From an optimization exercise on the open Yosys and OpenROAD flow, aimed at small area, a short achievable clock period and few clock cycles; shortcuts taken in it are not production practice.
Function was checked by simulation only, so behaviour that the tests miss may differ from the original.
No activity file was given, so power comes from the tool's default toggle rates.

$ cat flow/design.v
`timescale 1ns / 1ps
`default_nettype none
package iap_pkg;
	localparam int CHAR_W         = 8;
	localparam int ACC_W          = 40;
	localparam int FACTOR_W       = 17;
	localparam int SAT_W          = ACC_W + FACTOR_W;
	localparam int CNT_W          = 4;
	localparam int FLASH_W        = 5;
	localparam int MAX_DIGITS_DEF = 12;
	localparam logic [FACTOR_W-1:0] FACTOR_M   = FACTOR_W'(100000);
	localparam logic [FACTOR_W-1:0] FACTOR_U   = FACTOR_W'(100);
	localparam logic [FACTOR_W-1:0] FACTOR_ONE = FACTOR_W'(1);
	typedef enum logic [1:0] {
		ST_OK        = 2'd0,
		ST_NO_DIGITS = 2'd1,
		ST_UNIT_ERR  = 2'd2,
		ST_OVERFLOW  = 2'd3
	} status_t;
	typedef enum logic [1:0] {
		PH_SEEK_DIGIT = 2'd0,
		PH_DIGITS     = 2'd1,
		PH_SEEK_UNIT  = 2'd2,
		PH_DONE       = 2'd3
	} phase_t;
	typedef enum logic [1:0] {
		SC_ONE = 2'd0,
		SC_U   = 2'd1,
		SC_M   = 2'd2
	} scale_t;
	typedef struct packed {
		status_t             status;
		logic [ACC_W-1:0]    operand;
		scale_t              scale;
		logic [FLASH_W-1:0]  flash;
	} snap_t;
endpackage
`default_nettype wire
`timescale 1ns / 1ps
`default_nettype none
import iap_pkg::*;
module iap_parse #(
	parameter int MAX_DIGITS = MAX_DIGITS_DEF
) (
	input  logic              clk,
	input  logic              arst_n,
	input  logic              in_valid,
	output logic              in_stall,
	input  logic [CHAR_W-1:0] character,
	input  logic              last_char,
	input  logic              dn_ready,
	output logic              snap_valid,
	output iap_pkg::snap_t             snap
);
	typedef enum logic [2:0] {
		UNIT_NONE  = 3'd0,
		UNIT_M     = 3'd1,
		UNIT_U     = 3'd2,
		UNIT_N     = 3'd3,
		UNIT_P     = 3'd4,
		UNIT_OTHER = 3'd5
	} unit_t;
	localparam int HIST_N = 4;
	localparam logic [CHAR_W-1:0] CH_0  = 8'h30;
	localparam logic [CHAR_W-1:0] CH_9  = 8'h39;
	localparam logic [CHAR_W-1:0] CH_LA = 8'h61;
	localparam logic [CHAR_W-1:0] CH_LZ = 8'h7A;
	localparam logic [CHAR_W-1:0] CH_UA = 8'h41;
	localparam logic [CHAR_W-1:0] CH_UZ = 8'h5A;
	localparam logic [CHAR_W-1:0] CH_M  = 8'h6D;
	localparam logic [CHAR_W-1:0] CH_U  = 8'h75;
	localparam logic [CHAR_W-1:0] CH_N  = 8'h6E;
	localparam logic [CHAR_W-1:0] CH_P  = 8'h70;
	localparam logic [FLASH_W-1:0] EXP_M = FLASH_W'(5);
	localparam logic [FLASH_W-1:0] EXP_U = FLASH_W'(2);
	localparam logic [FLASH_W-1:0] EXP_N = FLASH_W'(1);
	localparam logic [FLASH_W-1:0] EXP_P = FLASH_W'(4);
	iap_pkg::phase_t             phase_q, phase_d;
	logic [ACC_W-1:0]   acc_q, acc_upd, acc_x10;
	logic [ACC_W-1:0]   hist_q [HIST_N];
	logic [ACC_W-1:0]   hist_upd [HIST_N];
	logic [CNT_W-1:0]   cnt_q, cnt_upd;
	logic [CNT_W-1:0]   sig_q, sig_upd;
	unit_t              unit_q, unit_upd, letter_unit;
	logic               ovf_q, ovf_upd;
	logic               is_digit, is_letter, take, unit_hit, room, in_fire;
	logic [3:0]         digit_val;
	logic [FLASH_W-1:0] sig_wide, sig_res;
	iap_pkg::snap_t              snap_d, snap_s1;
	logic               snap_valid_s1;
	assign in_stall   = snap_valid_s1 && !dn_ready;
	assign in_fire    = in_valid && !in_stall;
	assign snap_valid = snap_valid_s1;
	assign snap       = snap_s1;
	assign is_digit  = (character >= CH_0) && (character <= CH_9);
	assign is_letter = ((character >= CH_LA) && (character <= CH_LZ)) ||
	                   ((character >= CH_UA) && (character <= CH_UZ));
	assign digit_val = character[3:0];
	always_comb begin
		unique case (character)
			CH_M:    letter_unit = UNIT_M;
			CH_U:    letter_unit = UNIT_U;
			CH_N:    letter_unit = UNIT_N;
			CH_P:    letter_unit = UNIT_P;
			default: letter_unit = UNIT_OTHER;
		endcase
	end
	always_comb begin
		phase_d = phase_q;
		unique case (phase_q)
			PH_SEEK_DIGIT: begin
				if (is_digit) begin
					phase_d = PH_DIGITS;
				end
			end
			PH_DIGITS: begin
				if (is_letter) begin
					phase_d = PH_DONE;
				end else if (!is_digit) begin
					phase_d = PH_SEEK_UNIT;
				end
			end
			PH_SEEK_UNIT: begin
				if (is_letter) begin
					phase_d = PH_DONE;
				end
			end
			PH_DONE: begin
				phase_d = PH_DONE;
			end
			default: begin
				phase_d = PH_SEEK_DIGIT;
			end
		endcase
	end
	always_comb begin
		take     = 1'b0;
		unit_hit = 1'b0;
		unique case (phase_q)
			PH_SEEK_DIGIT: begin
				take = is_digit;
			end
			PH_DIGITS: begin
				take     = is_digit;
				unit_hit = !is_digit && is_letter;
			end
			PH_SEEK_UNIT: begin
				unit_hit = is_letter;
			end
			default: begin
				take     = 1'b0;
				unit_hit = 1'b0;
			end
		endcase
	end
	assign acc_x10 = {acc_q[ACC_W-4:0], 3'b000} + {acc_q[ACC_W-2:0], 1'b0};
	assign room    = cnt_q < CNT_W'(MAX_DIGITS);
	always_comb begin
		acc_upd  = acc_q;
		cnt_upd  = cnt_q;
		sig_upd  = sig_q;
		ovf_upd  = ovf_q;
		unit_upd = unit_q;
		for (int i = 0; i < HIST_N; i++) begin
			hist_upd[i] = hist_q[i];
		end
		if (take) begin
			if (room) begin
				acc_upd     = acc_x10 + ACC_W'(digit_val);
				cnt_upd     = cnt_q + CNT_W'(1);
				hist_upd[0] = acc_q;
				for (int i = 1; i < HIST_N; i++) begin
					hist_upd[i] = hist_q[i-1];
				end
				if (sig_q == '0) begin
					sig_upd = CNT_W'(digit_val != 4'd0);
				end else begin
					sig_upd = sig_q + CNT_W'(1);
				end
			end else begin
				ovf_upd = 1'b1;
			end
		end
		if (unit_hit) begin
			unit_upd = letter_unit;
		end
	end
	assign sig_wide = FLASH_W'(sig_upd);
	always_comb begin
		snap_d.status  = ST_OK;
		snap_d.operand = '0;
		snap_d.scale   = SC_ONE;
		sig_res        = '0;
		if (phase_d == PH_SEEK_DIGIT) begin
			snap_d.status = ST_NO_DIGITS;
		end else if (ovf_upd) begin
			snap_d.status = ST_OVERFLOW;
		end else begin
			case (unit_upd)
				UNIT_M: begin
					snap_d.operand = acc_upd;
					snap_d.scale   = SC_M;
					sig_res        = (sig_wide == '0) ? '0 : sig_wide + EXP_M;
				end
				UNIT_U: begin
					snap_d.operand = acc_upd;
					snap_d.scale   = SC_U;
					sig_res        = (sig_wide == '0) ? '0 : sig_wide + EXP_U;
				end
				UNIT_N: begin
					snap_d.operand = hist_upd[0];
					sig_res        = (sig_wide > EXP_N) ? sig_wide - EXP_N : '0;
				end
				UNIT_P: begin
					snap_d.operand = hist_upd[HIST_N-1];
					sig_res        = (sig_wide > EXP_P) ? sig_wide - EXP_P : '0;
				end
				default: begin
					snap_d.status = ST_UNIT_ERR;
				end
			endcase
		end
		snap_d.flash = (sig_res == '0) ? FLASH_W'(1) : sig_res;
	end
	always_ff @(posedge clk or negedge arst_n) begin
		if (!arst_n) begin
			phase_q <= PH_SEEK_DIGIT;
			acc_q   <= '0;
			cnt_q   <= '0;
			sig_q   <= '0;
			ovf_q   <= 1'b0;
			unit_q  <= UNIT_NONE;
			for (int i = 0; i < HIST_N; i++) begin
				hist_q[i] <= '0;
			end
		end else if (in_fire) begin
			if (last_char) begin
				phase_q <= PH_SEEK_DIGIT;
				acc_q   <= '0;
				cnt_q   <= '0;
				sig_q   <= '0;
				ovf_q   <= 1'b0;
				unit_q  <= UNIT_NONE;
				for (int i = 0; i < HIST_N; i++) begin
					hist_q[i] <= '0;
				end
			end else begin
				phase_q <= phase_d;
				acc_q   <= acc_upd;
				cnt_q   <= cnt_upd;
				sig_q   <= sig_upd;
				ovf_q   <= ovf_upd;
				unit_q  <= unit_upd;
				for (int i = 0; i < HIST_N; i++) begin
					hist_q[i] <= hist_upd[i];
				end
			end
		end
	end
	always_ff @(posedge clk or negedge arst_n) begin
		if (!arst_n) begin
			snap_valid_s1 <= 1'b0;
		end else if (in_fire && last_char) begin
			snap_valid_s1 <= 1'b1;
		end else if (dn_ready) begin
			snap_valid_s1 <= 1'b0;
		end
	end
	always_ff @(posedge clk) begin
		if (in_fire && last_char) begin
			snap_s1 <= snap_d;
		end
	end
endmodule
`default_nettype wire
`timescale 1ns / 1ps
`default_nettype none
import iap_pkg::*;
module iap_scale (
	input  logic               clk,
	input  logic               arst_n,
	input  logic               snap_valid,
	input  iap_pkg::snap_t              snap,
	output logic               up_ready,
	output logic               out_valid,
	input  logic               out_stall,
	output logic [1:0]         status,
	output logic [SAT_W-1:0]   satoshis,
	output logic [FLASH_W-1:0] flash_count
);
	logic [FACTOR_W-1:0] factor;
	logic [SAT_W-1:0]    prod;
	logic                out_valid_s2;
	iap_pkg::status_t             status_s2;
	logic [SAT_W-1:0]    sats_s2;
	logic [FLASH_W-1:0]  flash_s2;
	assign up_ready = !out_valid_s2 || !out_stall;
	always_comb begin
		unique case (snap.scale)
			SC_M:    factor = FACTOR_M;
			SC_U:    factor = FACTOR_U;
			default: factor = FACTOR_ONE;
		endcase
	end
	assign prod = SAT_W'(snap.operand) * SAT_W'(factor);
	always_ff @(posedge clk or negedge arst_n) begin
		if (!arst_n) begin
			out_valid_s2 <= 1'b0;
		end else if (up_ready) begin
			out_valid_s2 <= snap_valid;
		end
	end
	always_ff @(posedge clk) begin
		if (up_ready && snap_valid) begin
			status_s2 <= snap.status;
			sats_s2   <= prod;
			flash_s2  <= snap.flash;
		end
	end
	assign out_valid   = out_valid_s2;
	assign status      = status_s2;
	assign satoshis    = sats_s2;
	assign flash_count = flash_s2;
endmodule
`default_nettype wire
`timescale 1ns / 1ps
`default_nettype none
import iap_pkg::*;
module invoice_amount_parser #(
	parameter int MAX_DIGITS = MAX_DIGITS_DEF
) (
	input  logic               clk,
	input  logic               arst_n,
	input  logic               in_valid,
	output logic               in_stall,
	input  logic [CHAR_W-1:0]  character,
	input  logic               last_char,
	output logic               out_valid,
	input  logic               out_stall,
	output logic [1:0]         status,
	output logic [SAT_W-1:0]   satoshis,
	output logic [FLASH_W-1:0] flash_count
);
	logic  snap_valid;
	logic  scale_ready;
	iap_pkg::snap_t snap;
	iap_parse #(
		.MAX_DIGITS(MAX_DIGITS)
	) u_parse (
		.clk        (clk),
		.arst_n     (arst_n),
		.in_valid   (in_valid),
		.in_stall   (in_stall),
		.character  (character),
		.last_char  (last_char),
		.dn_ready   (scale_ready),
		.snap_valid (snap_valid),
		.snap       (snap)
	);
	iap_scale u_scale (
		.clk         (clk),
		.arst_n      (arst_n),
		.snap_valid  (snap_valid),
		.snap        (snap),
		.up_ready    (scale_ready),
		.out_valid   (out_valid),
		.out_stall   (out_stall),
		.status      (status),
		.satoshis    (satoshis),
		.flash_count (flash_count)
	);
endmodule
`default_nettype wire
$ cat flow/run.sh
#!/bin/bash
# synth_recipe.tcl (not shown) runs the flow's synth.tcl, then flattens the netlist and writes it again
# the make line also repeats each setting of config.mk as NAME=value (left out here)
make -C /OpenROAD-flow-scripts/flow DESIGN_CONFIG=/design/flow/config.mk WORK_HOME=/design/flow/orfs CLKGATE_MAP_FILE= SYNTH_SCRIPT=/design/flow/synth_recipe.tcl finish
$ cat flow/config.mk
export PLATFORM = sky130hd
export DESIGN_NAME = invoice_amount_parser
export DESIGN_NICKNAME = invoice_amount_parser
export VERILOG_FILES = /design/flow/design.v
export SDC_FILE = /design/flow/constraint.sdc
export NUM_CORES = 4
export LEC_CHECK = 0
export CAP_MARGIN = 20
export CORE_MARGIN = 2
export CORE_UTILIZATION = 40
export SLEW_MARGIN = 20
$ cat flow/constraint.sdc
create_clock -name core_clock -period 9.0 [get_ports {clk}]
set_input_delay 1.8000 -clock core_clock [delete_from_list [all_inputs] [get_ports {clk}]]
set_output_delay 1.8000 -clock core_clock [all_outputs]
set_load 0.01 [all_outputs]
==> flow_metrics.tcl <==
set metrics [dict create \
    status "complete, no violations" \
    grt-ovfl-total 0 \
    ir_drop_v 0.000131 \
    syn_to_final_growth_pct 10.2 \
    cap_violations 0 \
    synth-main-ff-cell "dfrtp_1" \
    crit_type "register to register" \
    fin_util 0.444 \
    critPathLaunchType "register" \
    hold_violations 0 \
    cts.reportedPaths.clkPinSlew_ps 60 \
    finalSetupViolCount 0 \
    cts_tree "done" \
    worst_setup_path_end_kind "register" \
    synth-seq-cells 329 \
    timing.critical_path.mode_cell "fa_1" \
    grt_pass1_vias 21903 \
    final.period_utilization 0.861 \
    die_w_um 275 \
    fmax_mhz 129 \
    synth_edf_count 113 \
    die_y_um 275 \
    cts_buffer_depth 3 \
    n_fill_cell 6893 \
    grt_use_total 0.195 \
    drive_gt1_frac 0.0428 \
    synth.avg_cell_area_um2 10.0 \
    yosysSeqAreaShare 0.300 \
    synth_area_leaders "dfrtp_1 (18%), fa_1 (16%), ha_1 (14%)" \
    finalSetupTns_ps 0 \
    hold_depth 0 \
    dp_hpwl_um 55300 \
    power.total_w 0.00541 \
    root_buffer "clkbuf_16" \
    port_buffers 78 \
    initial_core_util 0.403 \
    min_path_type "register to register" \
    routed_wl_um 73500 \
    holdPathEnd "u_scale.flash_s2[4]$_DFFE_PP_" \
    cts-hold-fix-buffers 0 \
    dr.pass1.iters 7 \
    drc 0 \
    cp_cell_sequence "inv_1 > ha_2 > and2_1 > xnor2_1 > ha_1 > a31oi_1 > fa_1 > inv_1 > fa_1 > inv_1 > fa_1 > inv_1 > fa_1 > fa_1 > ha_1 > and3_1 > and3_1 > and4bb_2 > nor3_2 > a21oi_2 > a311o_1 > a31oi_2 > o21ai_0 > a2bb2oi_1" \
    fin_worst_skew_ps 20.6 \
    drt-initial-drc-count 1687 \
    path_max_fanout 63 \
    holdCritStartpoint "u_parse.snap_s1[4]$_SDFFCE_PN0P_" \
    fin_crit_ps 7750 \
    wl_per_cell_um 18.7 \
    antenna_found_initial 0 \
    critPathArrivalTime_ps 8060 \
    grt_start_max_net_pins 88 \
    required_ps 9320 \
    via_count 21286 \
    r2r-start "u_parse.snap_s1[5]$_SDFFCE_PP0P_" \
    rsz0062_at_grt "false" \
    worstSkewPairLatency_ps 570 \
    final_nets 3518 \
    gp_congestion 0.917 \
    synth_cell_types 87 \
    core_area_mm2 0.0728 \
    htreeDepth 2 \
    post_cts_buffers 0 \
    synth_warnings 4 \
    synthTopCellsByCount "inv_1 (438), ha_1 (331), fa_1 (235)" \
    max_stage_delay_ps 820 \
    syn-cell-area_mm2 0.0293 \
    rows 99 \
    yosysTopAreaCell "dfrtp_1" \
    avgViaCountPerCell 5.42 \
    ioPinCount 79 \
    r2r_cells 24 \
    worstMarginPinSlew_ps 1070 \
    ctsResizeCount 0 \
    grt_first_pass_wirelength_um 119000 \
    ys_async_sr_fraction 0.657 \
    relSlewSlack 0.284 \
    slowest_stage "ha_2" \
    cts.sinks 329 \
    maxSlewViolCount 0 \
    synth_top_area_share 0.184 \
    r2r_slack_ps 1250 \
    insertedDiodeCount 0 \
    power_density_mw_per_mm2 167 \
    yosysMostFrequentCell "inv_1" \
    cts_buffers 39 \
    synth.net_count 3510 \
    dieArea_mm2 0.0755 \
    drtAntennaViolNets 0 \
    leakage_nw 15.4 \
    r2r_end "u_scale.sats_s2[55]$_DFFE_PP_" \
    syn_inst 2931 \
]
## per-stage QoR
step / worst slack (ps) / std cells / instance area (um^2) / hold slack [ps]
after floorplan: 1980 / 2931 / 29300 / 400
after global routing: 734 / 3929 / 32300 / 429
after detailed placement: 1220 / 3857 / 31000 / 405
after CTS: 1210 / 3929 / 32300 / 420
after global placement: 1380 / 3857 / 31000 / 407
final: 1250 / 3929 / 32300 / 419
## state kept, by name, indices dropped and copies added, names as in the netlist
signal and flops:
u_parse.hist_q 160, u_scale.sats_s2 57, u_parse.snap_s1 49, u_parse.acc_q 40, u_scale.flash_s2 5, u_parse.cnt_q 4
u_parse.sig_q 4, u_parse.unit_q 3, u_parse.phase_q 2, u_scale.status_s2 2, u_parse.ovf_q 1, u_parse.snap_valid_s1 1
u_scale.out_valid_s2 1
## where the power goes
group | leakage, nW | switching, W | total (W) | internal, W
Sequential | 4.08 | 0.0000415 | 0.00175 | 0.00171
Clock | 0.655 | 0.000666 | 0.00164 | 0.000978
Combinational | 10.7 | 0.00121 | 0.00201 | 0.000798
## final cells by class
type                            count  area, um^2  area share
Multi-Input combinational cell   2032       18400       0.569
Sequential cell                   329        8800       0.272
Inverter                          441        1660      0.0512
Tap cell                          959        1200      0.0371
Clock buffer                       60        1200      0.0370
Timing Repair Buffer               96         945      0.0292
Clock inverter                     12         135     0.00418
## worst max path at each step
stage | slack (ps) | start | end | depth (start not counted)
2_1_floorplan | 1980 | out_stall | u_scale.flash_s2[0]$_DFFE_PP_ | 1
3_3_place_gp | 1380 | u_parse.snap_s1[6]$_SDFFCE_PP0P_ | u_scale.sats_s2[52]$_DFFE_PP_ | 23
3_5_place_dp | 1220 | u_parse.snap_s1[6]$_SDFFCE_PP0P_ | u_scale.sats_s2[52]$_DFFE_PP_ | 23
4_1_cts | 1210 | u_parse.snap_s1[5]$_SDFFCE_PP0P_ | u_scale.sats_s2[52]$_DFFE_PP_ | 24
5_1_grt | 730 | u_parse.snap_s1[5]$_SDFFCE_PP0P_ | u_scale.sats_s2[52]$_DFFE_PP_ | 24
6_report | 1250 | u_parse.snap_s1[5]$_SDFFCE_PP0P_ | u_scale.sats_s2[55]$_DFFE_PP_ | 24
## cells in the final DEF, fill, tap and decap left out, types with 10 or more instances in the layout
cell and instances:
inv_1 437, ha_1 330, fa_1 235, dfrtp_1 216, nand2_1 177, a22o_1 161
a21oi_1 139, o21ai_0 117, nor2_1 116, edfxtp_1 113, and2_1 105, clkdlybuf4s50_1 77
mux2i_1 75, xnor2_1 62, o22ai_1 48, nor2b_1 47, clkbuf_16 41, xor2_1 40
nand3_1 32, a21o_1 31, nor3_1 22, nand2b_1 20, a211oi_1 20, o21a_1 19
and3_1 18, nand4_1 18, a31oi_1 17, buf_4 16, o21bai_1 14, o211ai_1 13
nor3b_1 11, clkbuf_8 11, o22a_1 10
## worst max-delay path, delay by kind of cell (launching register included)
family	cells	cell delay (ps)
flip-flops	1	400
AO/OA/AOI/OAI	6	1320
buffers and inverters	4	230
adder cells (fa/ha/maj)	8	3880
XOR/XNOR	1	150
AND/OR/NAND/NOR	5	1480
## layer usage
metal	vias to the layer above	routed length [um]	track usage	part of all wire
li1	10107	-	-	-
met1	10605	34600	0.274	0.47
met2	471	34100	0.318	0.46
met3	103	2980	0.0240	0.041
met4	0	1840	0.0531	0.025
met5	-	0	0	0
## cells by family (layout without fill, tap and decap cells)
group	count (synthesis)	count (layout)	share of synthesized area
AOI/OAI and AO/OA	674	674	0.161
adders and majority gates	566	566	0.301
DFF	329	329	0.300
muxes	78	78	0.0275
buffers and inverters	570	609	0.0741
xor gates and xnor gates	102	102	0.0304
and+or+nand+nor	612	612	0.106
Testbench counts, summed over its fixed seeds: cycles 32,521.

## port drivers added, routing unchanged
The flow's constraints put no driver on any port. The routed layout listed below was extracted and timed again, unchanged, in two steps. Step 1 sets driving cells, clkbuf_16 on the clock port and buf_2 on the other inputs (assumed; they add their load-dependent delay and slew). Step 2 times the ports against the registers' clock, not the clock port: input delays grow and output delays shrink by t, the midpoint of the rising clock arrivals with the driver on. Three values: ideal ports, drivers, drivers and shift; two values: the first two.
t (ns): 0.619
setup WS [ns]: 1.252 / 1.252 / 1.252
hold slack, ns: 0.419 / 0.419 / 0.419
worst register clock-pin slew, ns: 0.06 / 0.06
After both steps setup and hold are still met in this run. For this run, drivers alone change the setup slack by 0.000 ns; drivers and shift together by 0.000 ns.
